What follows belongs to an exercise in optimizing a design on an open flow for small area; a production flow would make more cautious choices.
The RTL was checked by simulation tests, not by an equivalence proof against the original design.
No activity file was given, so power comes from the tool's default toggle rates.

**flow/design.v**
```verilog
`default_nettype none
module arm_mc_ringrf (
  input  logic        clk,
  input  logic        rst_n,
  input  logic [3:0]  i_nidx,      
  input  logic        i_rdat,      
  input  logic        i_rimm,      
  input  logic [3:0]  i_bidx,      
  input  logic        i_bchk,      
  input  logic [31:0] i_pc8,
  input  logic [31:0] i_rdata,
  input  logic [31:0] i_imm,
  input  logic        i_wnew,      
  input  logic [3:0]  i_widx,
  input  logic [31:0] i_wdata,     
  output logic [31:0] o_rp
);
  logic [31:0] r_ring [0:14];
  logic [14:0] r_rv;
  logic [3:0]  r_rot;
  logic        r_pend;
  logic [3:0]  r_pidx;
  logic [3:0]  r_rpos;      
  function automatic logic [3:0] f_mod15(input logic [3:0] a, input logic [3:0] b, input logic ci);
    logic [4:0] s;
    s = {1'b0, a} + {1'b0, b} + {4'd0, ci};
    if (s >= 5'd15) s = s - 5'd15;
    f_mod15 = s[3:0];
  endfunction
  wire         w_byp  = i_bchk & r_pend & (r_pidx == i_bidx) & ~i_rimm;
  wire         w_oth  = w_byp | i_rdat | i_rimm;
  wire         w_r15  = (r_rpos == 4'd15) & ~w_oth;
  logic [14:0] w_sel;
  always_comb begin
    for (int p = 0; p < 15; p++)
      w_sel[p] = (r_rpos == 4'(p)) & r_rv[p] & ~w_oth;
    o_rp = ({32{w_r15}} & i_pc8) | ({32{w_byp}} & i_wdata) | ({32{i_rdat}} & i_rdata) |
           ({32{i_rimm}} & i_imm);
    for (int p = 0; p < 15; p++)
      o_rp = o_rp | ({32{w_sel[p]}} & r_ring[p]);
  end
  wire [3:0]  w_widx = r_pend ? r_pidx : i_widx;
  wire [3:0]  w_wpos = f_mod15(w_widx, r_rot, 1'b1);
  wire        w_wact = r_pend | i_wnew;
  logic [4:0] w_we;
  always_comb
    for (int j = 0; j < 5; j++) w_we[j] = w_wact & (w_wpos == 4'(3*j));
  always_ff @(posedge clk or negedge rst_n) begin
    if (!rst_n) begin
      r_rv   <= '0;
      r_rot  <= '0;
      r_pend <= 1'b0;
    end else begin
      r_rot  <= (r_rot == 4'd14) ? 4'd0 : r_rot + 4'd1;
      r_pend <= w_wact & ~(|w_we);
      for (int p = 0; p < 15; p++)
        r_rv[p] <= ((p % 3) == 0 && w_we[p/3]) ? 1'b1 : r_rv[(p + 14) % 15];
    end
  end
  always_ff @(posedge clk) begin
    r_rpos <= (i_nidx == 4'd15) ? 4'd15 : f_mod15(i_nidx, r_rot, 1'b1);
    if (i_wnew) r_pidx <= i_widx;
    for (int p = 0; p < 15; p++)
      r_ring[p] <= ((p % 3) == 0 && w_we[p/3]) ? i_wdata : r_ring[(p + 14) % 15];
  end
endmodule
module arm_mc_shift (
  input  logic [31:0] i_x,
  input  logic [11:0] i_ir,
  input  logic        i_imm,
  input  logic        i_reg,
  input  logic        i_c,
  output logic [31:0] o_b,
  output logic        o_c
);
  wire [3:0] w_rot  = i_ir[11:8];
  wire [4:0] w_imm5 = i_ir[11:7];
  wire [1:0] w_sh   = i_ir[6:5];
  logic [1:0]  w_t1;
  logic [3:0]  w_t2;
  logic [7:0]  w_t3;
  logic [15:0] w_t4;
  logic [31:0] w_therm;
  always_comb begin
    w_t1    = {1'b0, w_imm5[0]};
    w_t2    = w_imm5[1] ? {w_t1, 2'b11}    : {2'b00, w_t1};
    w_t3    = w_imm5[2] ? {w_t2, 4'hF}     : {4'h0, w_t2};
    w_t4    = w_imm5[3] ? {w_t3, 8'hFF}    : {8'h00, w_t3};
    w_therm = w_imm5[4] ? {w_t4, 16'hFFFF} : {16'h0000, w_t4};
  end
  wire [4:0] w_neg5 = {w_imm5[4] ^ (|w_imm5[3:0]), w_imm5[3] ^ (|w_imm5[2:0]),
                       w_imm5[2] ^ (|w_imm5[1:0]), w_imm5[1] ^ w_imm5[0], w_imm5[0]};
  logic [31:0] w_r;
  logic [4:0]  w_amt;
  logic        w_lsl, w_rsh, w_fill;
  always_comb begin
    w_amt = 5'd0;
    w_lsl = 1'b0;
    w_rsh = 1'b0;
    if (i_imm) begin
      w_amt = {w_rot, 1'b0};
    end else if (i_reg) begin
      case (w_sh)
        2'b00:   begin w_amt = w_neg5; w_lsl = 1'b1; end
        2'b01,
        2'b10:   begin w_amt = w_imm5; w_rsh = 1'b1; end
        default: w_amt = w_imm5;
      endcase
    end
    w_r = i_x;
    if (w_amt[0]) w_r = {w_r[0],    w_r[31:1]};
    if (w_amt[1]) w_r = {w_r[1:0],  w_r[31:2]};
    if (w_amt[2]) w_r = {w_r[3:0],  w_r[31:4]};
    if (w_amt[3]) w_r = {w_r[7:0],  w_r[31:8]};
    if (w_amt[4]) w_r = {w_r[15:0], w_r[31:16]};
    w_fill = i_x[31] & w_sh[1];
    for (int k = 0; k < 32; k++) begin
      o_b[k] = w_r[k];
      if (w_lsl & w_therm[k]) o_b[k] = 1'b0;
      if (w_rsh & w_therm[31-k]) o_b[k] = w_fill;
    end
    o_c = i_c;
    if (i_imm) begin
      if (w_rot != 4'd0) o_c = w_r[31];
    end else if (w_imm5 != 5'd0) begin
      o_c = w_lsl ? w_r[0] : w_r[31];
    end
  end
endmodule
module arm_mc_alu (
  input  logic [31:0] i_a,
  input  logic [31:0] i_b,
  input  logic [3:0]  i_tp,
  input  logic        i_ga,
  input  logic        i_gna,
  input  logic        i_cin,
  output logic [31:0] o_res,
  output logic        o_cout,
  output logic        o_ovf
);
  logic [31:0] w_p, w_g, w_G, w_P;
  logic [32:0] w_cy;
  always_comb begin
    for (int k = 0; k < 32; k++) begin
      w_p[k] = i_tp[{i_a[k], i_b[k]}];
      w_g[k] = ~w_p[k] & (i_a[k] ? i_ga : i_gna);
    end
    w_G = w_g;
    w_P = w_p;
    w_G[0] = w_g[0] | (w_p[0] & i_cin);
    for (int d = 0; d < 5; d++)
      for (int i = 0; i < 32; i++)
        if ((i % (2 << d)) == ((2 << d) - 1)) begin
          w_G[i] = w_G[i] | (w_P[i] & w_G[i - (1 << d)]);
          w_P[i] = w_P[i] & w_P[i - (1 << d)];
        end
    for (int d = 3; d >= 0; d--)
      for (int i = 0; i < 32; i++)
        if (((i % (2 << d)) == ((1 << d) - 1)) && (i >= (2 << d))) begin
          w_G[i] = w_G[i] | (w_P[i] & w_G[i - (1 << d)]);
          w_P[i] = w_P[i] & w_P[i - (1 << d)];
        end
    w_cy   = {w_G, i_cin};
    o_res  = w_p ^ w_cy[31:0];
    o_cout = w_cy[32];
    o_ovf  = w_cy[32] ^ w_cy[31];
  end
endmodule
module arm_multicycle_core #(
  parameter int          ADDR_W    = 32,
  parameter logic [31:0] RESET_PC  = 32'h0,
  parameter int          SHIFT_EN  = 1,
  parameter int          UNDEF_NOP = 0
) (
  input  logic              clk,
  input  logic              rst_n,
  output logic              o_instr_req,
  output logic [ADDR_W-1:0] o_instr_addr,
  input  logic              i_instr_valid,
  input  logic [31:0]       i_instr,
  output logic              o_mem_req,
  output logic              o_mem_we,
  output logic [ADDR_W-1:0] o_mem_addr,
  output logic [31:0]       o_mem_wdata,
  input  logic              i_mem_ack,
  input  logic [31:0]       i_mem_rdata,
  output logic [ADDR_W-1:0] o_pc,
  output logic [3:0]        o_flags,
  output logic              o_halted
);
  localparam logic [2:0] S_FETCH  = 3'd0;
  localparam logic [2:0] S_DECODE = 3'd1;
  localparam logic [2:0] S_EXEC   = 3'd2;
  localparam logic [2:0] S_MEM    = 3'd3;
  localparam logic [2:0] S_WB     = 3'd4;
  localparam logic [2:0] S_HALT   = 3'd5;
  logic [2:0]  r_state, w_next;
  logic [31:2] r_pc;
  logic [31:0] r_ir;
  logic [3:0]  r_flags;
  logic [31:0] r_t;
  wire st_fetch  = (r_state == S_FETCH);
  wire st_decode = (r_state == S_DECODE);
  wire st_exec   = (r_state == S_EXEC);
  wire st_mem    = (r_state == S_MEM);
  wire st_wb     = (r_state == S_WB);
  wire st_halt   = (r_state == S_HALT);
  wire [3:0] w_cond = r_ir[31:28];
  wire [1:0] w_op   = r_ir[27:26];
  wire       w_i    = r_ir[25];
  wire [3:0] w_cmd  = r_ir[24:21];
  wire       w_s    = r_ir[20];         
  wire [3:0] w_rn   = r_ir[19:16];
  wire [3:0] w_rd   = r_ir[15:12];
  wire [3:0] w_rm   = r_ir[3:0];
  wire w_dp = (w_op == 2'b00);
  wire w_ls = (w_op == 2'b01);
  wire w_br = w_op[1];
  wire [31:3] w_inc = r_pc[31:3] + 29'd1;
  wire [31:0] w_pc8 = {w_inc, r_pc[2], 2'b00};
  wire [31:2] w_pc4 = r_pc[2] ? {w_inc, 1'b0} : {r_pc[31:3], 1'b1};
  logic [31:0] w_rp;
  wire        w_rimm = st_decode & ((w_dp & w_i) | w_ls | w_br);
  wire [31:0] w_imm  = w_br ? {{6{r_ir[23]}}, r_ir[23:0], 2'b00}
                            : {20'd0, r_ir[11:8] & {4{w_ls}}, r_ir[7:0]};
  logic [3:0] w_nidx;
  always_comb begin
    if (st_fetch)       w_nidx = i_instr[3:0];
    else if (st_decode) w_nidx = w_br ? 4'd15 : w_rn;
    else                w_nidx = w_rd;
  end
  arm_mc_ringrf u_rf (
    .clk(clk), .rst_n(rst_n),
    .i_nidx(w_nidx), .i_rdat(st_mem & w_s), .i_rimm(w_rimm), .i_bidx(w_rm), .i_bchk(st_decode),
    .i_pc8(w_pc8), .i_rdata(i_mem_rdata), .i_imm(w_imm),
    .i_wnew(st_wb & (w_rd != 4'd15)), .i_widx(w_rd), .i_wdata(r_t),
    .o_rp(w_rp)
  );
  wire w_n = r_flags[3], w_z = r_flags[2], w_c = r_flags[1], w_v = r_flags[0];
  logic w_cond_pass;
  always_comb begin
    case (w_cond)
      4'b0000: w_cond_pass = w_z;
      4'b0001: w_cond_pass = ~w_z;
      4'b0010: w_cond_pass = w_c;
      4'b0011: w_cond_pass = ~w_c;
      4'b0100: w_cond_pass = w_n;
      4'b0101: w_cond_pass = ~w_n;
      4'b0110: w_cond_pass = w_v;
      4'b0111: w_cond_pass = ~w_v;
      4'b1000: w_cond_pass = w_c & ~w_z;
      4'b1001: w_cond_pass = ~w_c | w_z;
      4'b1010: w_cond_pass = (w_n == w_v);
      4'b1011: w_cond_pass = (w_n != w_v);
      4'b1100: w_cond_pass = ~w_z & (w_n == w_v);
      4'b1101: w_cond_pass = w_z | (w_n != w_v);
      4'b1110: w_cond_pass = 1'b1;
      default: w_cond_pass = 1'b0;
    endcase
  end
  logic w_cmd_ok;
  always_comb begin
    case (w_cmd)
      4'b0000, 4'b0001, 4'b0010, 4'b0011,
      4'b0100, 4'b1010, 4'b1100, 4'b1101: w_cmd_ok = 1'b1;
      default:                            w_cmd_ok = 1'b0;
    endcase
  end
  wire w_is_dp = w_dp & w_cmd_ok & ~(~w_i & r_ir[4]);
  wire w_is_ls = w_ls & ~w_i & ~r_ir[22] & r_ir[24] & ~r_ir[21];
  wire w_is_b  = (w_op == 2'b10) & r_ir[25] & ~r_ir[24];
  wire w_undef = ~(w_is_dp | w_is_ls | w_is_b);
  logic [31:0] w_b;
  logic        w_shc;
  arm_mc_shift u_sh (
    .i_x(r_t), .i_ir(r_ir[11:0]),
    .i_imm(st_exec & w_dp & w_i), .i_reg(st_exec & w_dp & ~w_i & (SHIFT_EN != 0)),
    .i_c(w_c),
    .o_b(w_b), .o_c(w_shc)
  );
  localparam logic [3:0] T_XOR  = 4'b0110, T_XNOR = 4'b1001, T_AND  = 4'b1000,
                         T_OR   = 4'b1110, T_B    = 4'b1010, T_A    = 4'b1100;
  wire w_c_and = (w_cmd == 4'b0000);
  wire w_c_eor = (w_cmd == 4'b0001);
  wire w_c_sub = (w_cmd == 4'b0010);
  wire w_c_rsb = (w_cmd == 4'b0011);
  wire w_c_add = (w_cmd == 4'b0100);
  wire w_c_cmp = (w_cmd == 4'b1010);
  wire w_c_orr = (w_cmd == 4'b1100);
  wire w_arith = w_c_sub | w_c_cmp | w_c_rsb | w_c_add;
  logic [3:0] w_tp;
  logic       w_ga, w_gna, w_cin;
  always_comb begin
    w_tp  = T_A;                  
    w_ga  = 1'b0;
    w_gna = 1'b0;
    w_cin = 1'b0;
    if (st_wb) begin
      w_tp = T_B;                 
    end else if (st_exec) begin
      if (w_dp) begin
        if (w_c_add)                 begin w_tp = T_XOR;  w_ga = 1'b1; end
        else if (w_c_sub | w_c_cmp)  begin w_tp = T_XNOR; w_ga = 1'b1; w_cin = 1'b1; end
        else if (w_c_rsb)            begin w_tp = T_XNOR; w_gna = 1'b1; w_cin = 1'b1; end
        else if (w_c_and)            w_tp = T_AND;
        else if (w_c_eor)            w_tp = T_XOR;
        else if (w_c_orr)            w_tp = T_OR;
        else                         w_tp = T_B;
      end else if (w_ls & ~r_ir[23]) begin
        w_tp = T_XNOR; w_ga = 1'b1; w_cin = 1'b1;
      end else begin
        w_tp = T_XOR;  w_ga = 1'b1;
      end
    end
  end
  logic [31:0] w_res;
  logic        w_cout, w_ovf;
  arm_mc_alu u_alu (
    .i_a(w_rp), .i_b(w_b), .i_tp(w_tp), .i_ga(w_ga), .i_gna(w_gna), .i_cin(w_cin),
    .o_res(w_res), .o_cout(w_cout), .o_ovf(w_ovf)
  );
  wire       w_zero = ~|w_res;
  wire [3:0] w_nf   = w_arith ? {w_res[31], w_zero, w_cout, w_ovf}
                              : {w_res[31], w_zero, w_shc, w_v};
  always_comb begin
    w_next = r_state;
    case (r_state)
      S_FETCH:  if (i_instr_valid) w_next = S_DECODE;
      S_DECODE: begin
        if (!w_cond_pass)  w_next = S_FETCH;
        else if (w_undef)  w_next = (UNDEF_NOP != 0) ? S_FETCH : S_HALT;
        else               w_next = S_EXEC;
      end
      S_EXEC: begin
        if (w_dp)      w_next = w_c_cmp ? S_FETCH : S_WB;
        else if (w_ls) w_next = S_MEM;
        else           w_next = S_FETCH;
      end
      S_MEM:    if (i_mem_ack) w_next = w_s ? S_WB : S_FETCH;
      S_WB:     w_next = S_FETCH;
      S_HALT:   w_next = S_HALT;
      default:  w_next = S_FETCH;
    endcase
  end
  assign o_instr_req  = st_fetch & rst_n;
  assign o_mem_req    = st_mem;
  assign o_mem_we     = ~w_s;
  assign o_halted     = st_halt;
  assign o_instr_addr = {r_pc, 2'b00};
  assign o_pc         = {r_pc, 2'b00};
  assign o_flags      = r_flags;
  assign o_mem_addr   = {r_t[31:2], 2'b00};
  assign o_mem_wdata  = w_rp;
  always_ff @(posedge clk or negedge rst_n) begin
    if (!rst_n) r_state <= S_FETCH;
    else        r_state <= w_next;
  end
  always_ff @(posedge clk or negedge rst_n) begin
    if (!rst_n) begin
      r_pc    <= RESET_PC[31:2];
      r_flags <= '0;
    end else begin
      if ((st_decode & (~w_cond_pass | (w_undef & (UNDEF_NOP != 0)))) |
          (st_exec & w_dp & w_c_cmp) |
          (st_mem & i_mem_ack & ~w_s) |
          (st_wb & (w_rd != 4'd15)))
        r_pc <= w_pc4;
      else if ((st_exec & w_br) | st_wb)
        r_pc <= w_res[31:2];
      if (st_exec & w_dp & (w_s | w_c_cmp)) r_flags <= w_nf;
    end
  end
  always_ff @(posedge clk) begin
    r_ir[31:28] <= i_instr[31:28];
    r_ir[19:16] <= i_instr[19:16];
    r_ir[4:0]   <= i_instr[4:0];
    if (st_fetch) begin
      r_ir[27:20] <= i_instr[27:20];
      r_ir[15:5]  <= i_instr[15:5];
    end
    if (st_decode | st_exec | (st_mem & i_mem_ack & w_s)) r_t <= w_res;
  end
endmodule
`default_nettype wire
```
**flow/run.sh**
```bash
#!/bin/bash
# synth_recipe.tcl (not shown) runs the flow's synth.tcl, then flattens the netlist and writes it again
# the make line also repeats each setting of config.mk as NAME=value (left out here)
make -C /OpenROAD-flow-scripts/flow DESIGN_CONFIG=/design/flow/config.mk WORK_HOME=/design/flow/orfs CLKGATE_MAP_FILE= SYNTH_SCRIPT=/design/flow/synth_recipe.tcl finish
```
**flow/config.mk**
```make
export PLATFORM = sky130hd
export DESIGN_NAME = arm_multicycle_core
export DESIGN_NICKNAME = arm_multicycle_core
export VERILOG_FILES = /design/flow/design.v
export SDC_FILE = /design/flow/constraint.sdc
export NUM_CORES = 8
export LEC_CHECK = 0
export CAP_MARGIN = 20
export CORE_MARGIN = 2
export CORE_UTILIZATION = 40
export CTS_CLUSTER_DIAMETER = 100
export CTS_CLUSTER_SIZE = 25
export PLACE_DENSITY = 0.6
export SLEW_MARGIN = 20
```
**flow/constraint.sdc**
```tcl
create_clock -name core_clock -period 10.0 [get_ports {clk}]
set_input_delay 2.0000 -clock core_clock [delete_from_list [all_inputs] [get_ports {clk}]]
set_output_delay 2.0000 -clock core_clock [all_outputs]
set_load 0.01 [all_outputs]
```
==> results.sh <==
export IMPL_initial_utilization_pct=40.4
export IMPL_cts_max_path_buffers=3
export IMPL_io_pins=204
export IMPL_syn_area_per_cell_sq_um=9.25
export IMPL_r2r_slack_ns=1.97
export IMPL_die_h_microns=281
export IMPL_synth_compound_area_share_pct=20.0
export IMPL_ir_drop_uv=136
export IMPL_drt_initial_drc_count=4478
export IMPL_cts_sinks=610
export IMPL_fp_coreArea_sq_um=75900
export IMPL_antenna_found_initial=2
export IMPL_fin_tns_setup_ns=0
export IMPL_synth_seq_area_share_pct=42.5
export IMPL_leakage_nw=12.9
export IMPL_path_class="register to register"
export IMPL_synthDistinctLibCells=121
export IMPL_synth_fa_ha_area_share_pct=0.905
export IMPL_most_common_layout_cells="dfxtp_1 (497), nand2_1 (319), clkdlybuf4s50_1 (196)"
export IMPL_ys_seq_elements=610
export IMPL_max_cap_violations=0
export IMPL_synth_mux_area_share_pct=9.99
export IMPL_h_tree_depth=1
export IMPL_pwr_share_seq_pct=36.9
export IMPL_area_delta_synth_final_pct=11.2
export IMPL_ant_nets=0
export IMPL_finalSetupViolations=0
export IMPL_synthFlopType="dfxtp_1"
export IMPL_tritoncts="built"
export IMPL_r2r_end="r_flags[2]"
export IMPL_min_path_type="register to register"
export IMPL_power_share_combinational_pct=51.5
export IMPL_rsz0062_at_grt="false"
export IMPL_dp_hpwl_microns=97200
export IMPL_die_area_sq_um=78900
export IMPL_intPower_w=0.00643
export IMPL_fin_total_pwr_w=0.0124
export IMPL_drive_gt1_share_pct=11.4
export IMPL_period_needed_ns=8.03
export IMPL_cts_hold_buf=0
export IMPL_place_congestion=1.05
export IMPL_hold_violations=0
export IMPL_drc=0
export IMPL_timing_hold_ws_ns=0.337
export IMPL_pwr_share_clk_pct=11.7
export IMPL_r2r_start="r_state[0]"
export IMPL_cp_start_kind="register"
export IMPL_synth_top_area_cell="dfxtp_1"
export IMPL_clock_root_buffer="clkbuf_16"
export IMPL_nFillCells=7345
export IMPL_synth_top_family_by_area="compound AO/OA/AOI/OAI gates"
export IMPL_place_area_sq_um=33100
export IMPL_hold_end="u_rf.r_ring[13][14]"
export IMPL_slew_headroom_pct=20.4
export IMPL_grt_pass1_wl_microns=191000
export IMPL_grt_max_degree=66
export IMPL_synth_enable_flop_cells=55
export IMPL_grt_use_total_pct=33.1
export IMPL_cts_buffers=30
export IMPL_finalMaxSlewViolations=0
export IMPL_p_sw_w=0.00597
export IMPL_netlist_area_sq_um=30700
export IMPL_ys_warn_count=5
export IMPL_hp_start="u_rf.r_ring[12][14]"
export IMPL_grt_pass1_vias=26400
export IMPL_dr_pass1_iters=7
export IMPL_worst_pin_slew_ns=1.19
export IMPL_post_cts_setup_buffers=0
export IMPL_p_sw_share_pct=48.1
export IMPL_crit_path_end_kind="register"
export IMPL_finClkSkew_ns=0.0226
export IMPL_overflow=0
export IMPL_clk_pin_slew_ns=0.11
export IMPL_routed_wirelength_microns=135000
export IMPL_synthXorXnorAreaFrac_pct=1.74
export IMPL_outcome="finished clean"
export IMPL_via_per_inst=6.54
export IMPL_port_buffers=197
export IMPL_max_freq_ghz=0.125
export IMPL_num_rows=101
export IMPL_synth_simple_gate_area_share_pct=18.9
export IMPL_insertion_delay_ns=0.65
export IMPL_p_per_area_nw_per_um2=364
export IMPL_crit_required_ns=10.56
export IMPL_ctsResizeCount=0
export IMPL_period_share_pct=80.3
export IMPL_synth_area_leaders="dfxtp_1 (32%), edfxtp_1 (5.4%), mux2_2 (5.2%)"
export IMPL_async_flop_share_pct=9.34
export IMPL_via_count=28500
export IMPL_layout_nets=3400
export IMPL_synth_cells=3315
export IMPL_r2r_cells=17
export IMPL_final_util_pct=44.9
export IMPL_arrival_ns=8.59
export IMPL_die_w_microns=281
export IMPL_hold_path_depth=0
export IMPL_layout_commonest_cell="dfxtp_1"
export IMPL_design_area_sq_um=34100
export IMPL_synth_top_cell_area_share_pct=32.5
export IMPL_timing_critical_path_fanout_max=17
export IMPL_wl_per_cell_microns=30.8
registers in the layout, summed over array words and instances (netlist names):
register     flops
r_state          3
u_rf.r_ring    480
u_rf.r_rot       4
u_rf.r_pidx      4
r_pc            30
w_cmd_ok         1
r_ir            32
u_rf.r_rv       15
r_flags          4
u_rf.r_pend      1
r_t             32
u_rf.r_rpos      4
worst max-delay path, stage by stage, from the launching register on:
cell and delay (ns):
dfrtp_1 0.65, nor3b_2 0.44, and4_1 0.92, a21oi_2 0.25, buf_4 0.31, and2_1 0.48, a221o_1 0.48, nor2_1 0.63
mux2i_1 0.35, or2_2 0.41, a211oi_1 0.65, nor2_1 0.25, a31oi_1 0.46, mux2_1 0.38, or4_1 0.50, nor4_1 0.31
nand4bb_1 0.17, o32ai_2 0.26
worst max-delay path by stage:
stage | start | to | slack [ns] | cells after the start
4_1_cts | r_state[0] | r_flags[2] | 2.29 | 17
2_1_floorplan | i_mem_rdata[2] | r_flags[2] | 3.81 | 16
3_3_place_gp | i_mem_rdata[0] | r_flags[2] | 2.45 | 17
6_report | r_state[0] | r_flags[2] | 1.97 | 17
5_1_grt | r_state[1] | r_flags[2] | 1.82 | 19
3_5_place_dp | r_state[0] | r_flags[2] | 2.31 | 17
cell usage after synthesis (all sizes together) (14+ instances only):
cell type  instances
o22ai             33
a211oi            26
a22o              40
dfxtp            498
mux2i             95
clkbuf           176
and3              42
or3               18
a22oi             89
o21ai            209
o31ai             21
nand2            320
dfrtp             57
edfxtp            55
or2               17
nor2b             25
xnor2             41
a21oi            144
a221oi            41
nand3b            16
a2111oi           14
and2              39
xor2              20
nand2b            28
nor2             155
mux4              20
inv               58
ha                19
nor3              49
o211ai            27
a21o              18
mux2             146
a32oi             19
nand3            167
a222oi            25
a31oi             34
nand4            147
buf              147
stage by stage:
step                setup WS, ns  instances
global route                1.82       4359
finish                      1.97       4362
floorplan                   3.81       3320
detailed placement          2.31       4308
global placement            2.45       4308
CTS                         2.29       4358
metal layers:
| metal | GRT usage [%] | share of wire [%] |
|---|---|---|
| met1 | 45.1 | 41 |
| met2 | 48.2 | 42 |
| met3 | 8.11 | 11 |
| met4 | 17.5 | 6.1 |
| met5 | 0 | 0 |
cell families after synthesis:
family          after synthesis
mux                         261
flops                       610
compound gates              872
other cells                   1
fa+ha+maj                    21
simple gates               1106
buf+inv                     383
xor+xnor                     61
power by group through the flow:
stage	Combinational, W	Sequential (W)	Clock, W
5_1_grt	0.00675	0.00463	0.00154
3_3_place_gp	0.00614	0.00457	0
4_1_cts	0.00619	0.00452	0.00146
6_report	0.00639	0.00457	0.00145
3_5_place_dp	0.00615	0.00456	0
2_1_floorplan	0.00412	0.00394	0
layout make-up:
cell class / instances / area, sq um / area share (%)
tap: 1030 / 1290 / 3.78
clock buffer: 43 / 842 / 2.47
clock inverter: 7 / 78.8 / 0.231
inverter: 60 / 225 / 0.660
sequential: 610 / 13000 / 38.3
multi-input combinational: 2327 / 16000 / 46.9
antenna: 3 / 7.51 / 0.0220
timing repair buffer: 282 / 2630 / 7.70

what the ideal ports hide:
In the flow no input, the clock included, has a driving cell. The finished layout below was timed again as built, in two steps. Step 1 assumes that a clkbuf_16 drives the clock port and a buf_2 every other input. Step 2, shift: input delay + t, output delay - t, t = (earliest + latest rising clock arrival at the registers) / 2. This alone moves slack from input paths to output paths. a / b / c = ideal / step 1 / step 2; a / b = the first two.
t (ns): 0.702
setup slack, ns: 1.970 / 1.970 / 1.970
hold slack, ns: 0.337 / 0.337 / 0.337
worst setup path after step 2: register to register
latest minus earliest clock arrival (ns): 0.024 / 0.023
After both steps this run still meets setup and hold. For this run, drivers alone change the setup slack by 0.000 ns; drivers and shift together by 0.000 ns.
